What follows belongs to an exercise in optimizing a design on an open flow for small area, a short achievable clock period and few clock cycles; a production flow would make more cautious choices.
In this exercise RTL edits were held to simulation tests only and were not proved equivalent to the original.
Power and IR drop assume default switching activity.

Setup of old:
Design rsa_modexp, start of the top module:
module rsa_modexp
#(
  parameter  int W   = 32,
  localparam int OPW = 2 * W
) (
  input  logic           clk,
  input  logic           rst_n,
  input  logic           start,
  input  logic [OPW-1:0] n,
  input  logic [OPW-1:0] exp,
  input  logic [OPW-1:0] msg,
  output logic [OPW-1:0] result,
  output logic           busy,
  output logic           done,
  output logic           err
);
For scale: ~4300 cells after synthesis, ~42000 um^2 of cells after synthesis.
Settings: LEC_CHECK=0, CAP_MARGIN=20, CORE_MARGIN=2, CORE_UTILIZATION=65, SLEW_MARGIN=20; clock period 10.5 ns.
standard.sh (not shown) runs the stock make flow with config.mk's settings and CLKGATE_MAP_FILE= SYNTH_SCRIPT=/design/flow/synth_recipe.tcl, a recipe that flattens the netlist after the stock synthesis.
==> flow/flow/run.sh <==
#!/bin/bash
# Standard ORFS layout (the standard.sh: its synthesis, SDC and clock
# period unchanged) with a larger setup repair margin, so that repair_timing
# aims for a shorter achieved period. make's full output goes to flow_make.log;
# ORFS keeps each step's log under orfs/logs.
set -euo pipefail
bash standard.sh SETUP_SLACK_MARGIN=6 finish > flow_make.log 2>&1
Looking at the reports, old completed the entire flow and the layout it produced met the timing, DRC and antenna checks.
Testbench counts of old, summed over its fixed seeds: cycles 96,602.
Edits applied to the flow inputs when going from old to new:
==> flow/flow/run.sh <==
#!/bin/bash
# Standard ORFS layout (the standard.sh: its synthesis, SDC and clock
# period unchanged) with a larger setup repair margin, so that repair_timing
# aims for a shorter achieved period, and with buf_1 cells as the port
# buffers (every input and output port still gets one). make's full output
# goes to flow_make.log; ORFS keeps each step's log under orfs/logs.
set -euo pipefail
bash standard.sh SETUP_SLACK_MARGIN=6 "BUFFER_PORTS_ARGS=-buffer_cell sky130_fd_sc_hd__buf_1" finish > flow_make.log 2>&1
Worst setup slack: new > old. Between old and new, hold slack is higher for new, old comes in under that. Global-route usage was higher in the run labelled old.

---

== v6 ==
Another version of the RTL of rsa_modexp (not shown whole).
Size: ~470 flip-flops, roughly 260 I/O pins, ~42,000 sq um of cells after synthesis.
// rsa_modexp
module rsa_modexp
#(
  parameter  int W   = 32,
  localparam int OPW = 2 * W
) (
  input  logic           clk,
  input  logic           rst_n,
  input  logic           start,
  input  logic [OPW-1:0] n,
  input  logic [OPW-1:0] exp,
  input  logic [OPW-1:0] msg,
  output logic [OPW-1:0] result,
  output logic           busy,
  output logic           done,
  output logic           err
);
==> flow/config.mk <==
export PLATFORM = sky130hd
export DESIGN_NAME = rsa_modexp
export DESIGN_NICKNAME = rsa_modexp
export VERILOG_FILES = /design/flow/design.v
export SDC_FILE = /design/flow/constraint.sdc
export NUM_CORES = 4
export LEC_CHECK = 0
export CAP_MARGIN = 20
export CORE_MARGIN = 2
export CORE_UTILIZATION = 60
export SLEW_MARGIN = 20
==> flow/constraint.sdc <==
create_clock -name core_clock -period 10.5 [get_ports {clk}]
set_input_delay 2.1000 -clock core_clock [delete_from_list [all_inputs] [get_ports {clk}]]
set_output_delay 2.1000 -clock core_clock [all_outputs]
set_load 0.01 [all_outputs]
==> flow/flow/run.sh <==
#!/bin/bash
# Standard ORFS layout (the standard.sh: its synthesis, SDC and clock
# period unchanged) with a larger setup repair margin, so that repair_timing
# aims for a shorter achieved period, and with buf_2 cells as the port
# buffers (every input and output port still gets one). make's full output
# goes to flow_make.log; ORFS keeps each step's log under orfs/logs.
set -euo pipefail
bash standard.sh SETUP_SLACK_MARGIN=6 "BUFFER_PORTS_ARGS=-buffer_cell sky130_fd_sc_hd__buf_2" finish > flow_make.log 2>&1
Testbench counts of v6, summed over its fixed seeds: cycles 96,602.
Relative to v6, the following input files were edited for v7:
Settings: changing CORE_UTILIZATION from 60 to 65.
--- a/flow/flow/run.sh
+++ b/flow/flow/run.sh
@@ -8 +8 @@
-bash standard.sh SETUP_SLACK_MARGIN=6 "BUFFER_PORTS_ARGS=-buffer_cell sky130_fd_sc_hd__buf_2" finish > flow_make.log 2>&1
+bash standard.sh SETUP_SLACK_MARGIN=6.25 "BUFFER_PORTS_ARGS=-buffer_cell sky130_fd_sc_hd__buf_2" finish > flow_make.log 2>&1
==> summary.txt <==
- v7: full flow OK, the timing, DRC and antenna checks passed
- Lower proportion of power drawn by flip-flops and latches goes to v7 over v6.
- Row fraction of area in multi-input gates: v7 lower / v6 higher
- Relative to v6, fmax increased by 0.0077 GHz in v7.
- The run showing the greater clock network fraction of design power is v6.
- Looking at clock period minus final worst setup slack, v7 sits 150 ps below v6.
- Between v6 and v7, the flow reports cell area increasing by a few percent.
- Number of nets in the finished design, v7 and v6: higher on v7
- Setup slack in v7 is larger than in v6.

---

Starting RTL as in the previous note.
Settings: LEC_CHECK=0, CAP_MARGIN=20, CORE_MARGIN=2, CORE_UTILIZATION=65, SLEW_MARGIN=20; clock period 10.5 ns.
==> flow/flow/run.sh <==
#!/bin/bash
# Standard ORFS layout (the standard.sh: its synthesis, SDC and clock
# period unchanged) with a larger setup repair margin, so that repair_timing
# aims for a shorter achieved period, and with buf_2 cells as the port
# buffers (every input and output port still gets one). make's full output
# goes to flow_make.log; ORFS keeps each step's log under orfs/logs.
set -euo pipefail
bash standard.sh SETUP_SLACK_MARGIN=6.5 "BUFFER_PORTS_ARGS=-buffer_cell sky130_fd_sc_hd__buf_2" finish > flow_make.log 2>&1
Testbench counts at the start, summed over its fixed seeds: cycles 96,602.
==> next run, changes <==
--- a/flow/flow/run.sh
+++ b/flow/flow/run.sh
@@ -7,2 +7,2 @@
 set -euo pipefail
-bash standard.sh SETUP_SLACK_MARGIN=6.5 "BUFFER_PORTS_ARGS=-buffer_cell sky130_fd_sc_hd__buf_2" finish > flow_make.log 2>&1
+bash standard.sh SETUP_SLACK_MARGIN=6.4 "BUFFER_PORTS_ARGS=-buffer_cell sky130_fd_sc_hd__buf_2" finish > flow_make.log 2>&1
The changed run completed without violations.
Die area does not change.
Core utilization came out lower by 2.4 points.
Total power goes down by a few percent.
Sequential cell count stays the same.
Non-clock buffer count is lower by 84.
Cell area came out lower by a few percent.
Count of clock-buffer cells in the layout went up by 6.
Routed wire length came out lower by a few percent.
Clock skew increases by 0.0075 ns.

---

RTL: one of the versions met above, not the one the previous note started from.
Size in the first run: roughly 470 flip-flops, about 260 I/O pins, about 42000 um^2 of cells after synthesis.
export LEC_CHECK = 0
export CAP_MARGIN = 20
export CORE_MARGIN = 2
export CORE_UTILIZATION = 55
export SLEW_MARGIN = 20
create_clock -name core_clock -period 10.5 [get_ports {clk}]
==> flow/flow/run.sh <==
#!/bin/bash
# Standard ORFS layout (the standard.sh: its synthesis, SDC and clock
# period unchanged) with a larger setup repair margin, so that repair_timing
# aims for a shorter achieved period. make's full output goes to flow_make.log;
# ORFS keeps each step's log under orfs/logs.
set -euo pipefail
bash standard.sh SETUP_SLACK_MARGIN=6 finish > flow_make.log 2>&1
Testbench counts at the start, summed over its fixed seeds: cycles 96,602.
Then changed:
--- a/flow/flow/run.sh
+++ b/flow/flow/run.sh
@@ -7 +7 @@
-bash standard.sh SETUP_SLACK_MARGIN=6 finish > flow_make.log 2>&1
+bash standard.sh SETUP_SLACK_MARGIN=6.5 finish > flow_make.log 2>&1
Critical path depth rose by 2.
Worst setup slack improved by 0.044 ns.
Power rose by 12%.
Die area stays the same.

---

Setup of 09-28:
rsa_modexp again, from the RTL that the note above started with.
clock: 10.5 ns
lec_check: 0
cap_margin: 20
core_margin: 2
core_utilization: 75
slew_margin: 20
==> flow/flow/run.sh <==
#!/bin/bash
# Standard ORFS layout (the standard.sh: its synthesis, SDC and clock
# period unchanged) with a larger setup repair margin, so that repair_timing
# aims for a shorter achieved period. make's full output goes to flow_make.log;
# ORFS keeps each step's log under orfs/logs.
set -euo pipefail
bash standard.sh SETUP_SLACK_MARGIN=6 finish > flow_make.log 2>&1
Testbench counts of 09-28, summed over its fixed seeds: cycles 96,602.
[inputs] 05-07 vs 09-28
# 09-28
export LEC_CHECK = 0
export CAP_MARGIN = 20
export CORE_MARGIN = 2
export CORE_UTILIZATION = 75
export SLEW_MARGIN = 20
create_clock -name core_clock -period 10.5 [get_ports {clk}]
# 05-07
export LEC_CHECK = 0
export CAP_MARGIN = 20
export CORE_MARGIN = 2
export CORE_UTILIZATION = 65
export SLEW_MARGIN = 20
create_clock -name core_clock -period 10.5 [get_ports {clk}]
==> flow/flow/run.sh <==
#!/bin/bash
# Standard ORFS layout (the standard.sh: its synthesis, SDC and clock
# period unchanged) with a larger setup repair margin, so that repair_timing
# aims for a shorter achieved period, and with buf_2 cells as the port
# buffers (every input and output port still gets one). make's full output
# goes to flow_make.log; ORFS keeps each step's log under orfs/logs.
set -euo pipefail
bash standard.sh SETUP_SLACK_MARGIN=6 "BUFFER_PORTS_ARGS=-buffer_cell sky130_fd_sc_hd__buf_2" finish > flow_make.log 2>&1
==> comparison <==
Comparing 05-07 against 09-28, there is no change at all in final-report hold violation count.
Of 09-28 and 05-07, the run reporting the lower power was 05-07.
Cell depth of the worst flop-to-flop path: higher on 05-07
Arrival time at the worst endpoint: 05-07 vs 09-28 down 0.21 ns
In 05-07, the filler-free cell count of the finished design came out about 2% above the value in 09-28.

port drivers added, routing unchanged:
The results above use ideal ports. As a check the final layouts listed here were re-extracted and re-timed, cells and wires unchanged. Step 1: set_driving_cell puts a clkbuf_16 on clk and a buf_2 on each other input, an assumption about the parent block. Step 2 times the ports against the registers' clock, not the clock port: input delays grow and output delays shrink by t, the midpoint of the rising clock arrivals with the driver on. Three values: ideal, step 1, step 2; two values: the first two.
| run | shift t [ns] | setup WS [ns] | worst slew at a driven data input, ns |
|---|---|---|---|
| old | 0.720 | 6.028 / 6.028 / 6.028 | 0.07 |
| new | 0.716 | 6.051 / 6.051 / 6.051 | 0.08 |
| v6 | 0.697 | 6.043 / 6.043 / 6.043 | 0.06 |
| v7 | 0.719 | 6.191 / 6.191 / 6.191 | 0.07 |
| the first run of note 3 | 0.715 | 6.244 / 6.244 / 6.244 | 0.07 |
| the second run of note 3 | 0.706 | 6.270 / 6.270 / 6.270 | 0.07 |
| the first run of note 4 | 0.724 | 6.038 / 6.038 / 6.038 | 0.06 |
| the second run of note 4 | 0.708 | 6.083 / 6.083 / 6.083 | 0.07 |
| 09-28 | 0.704 | 5.875 / 5.875 / 5.875 | 0.11 |
| 05-07 | 0.699 | 6.045 / 6.045 / 6.045 | 0.07 |
After both steps setup and hold are still met in every run listed.
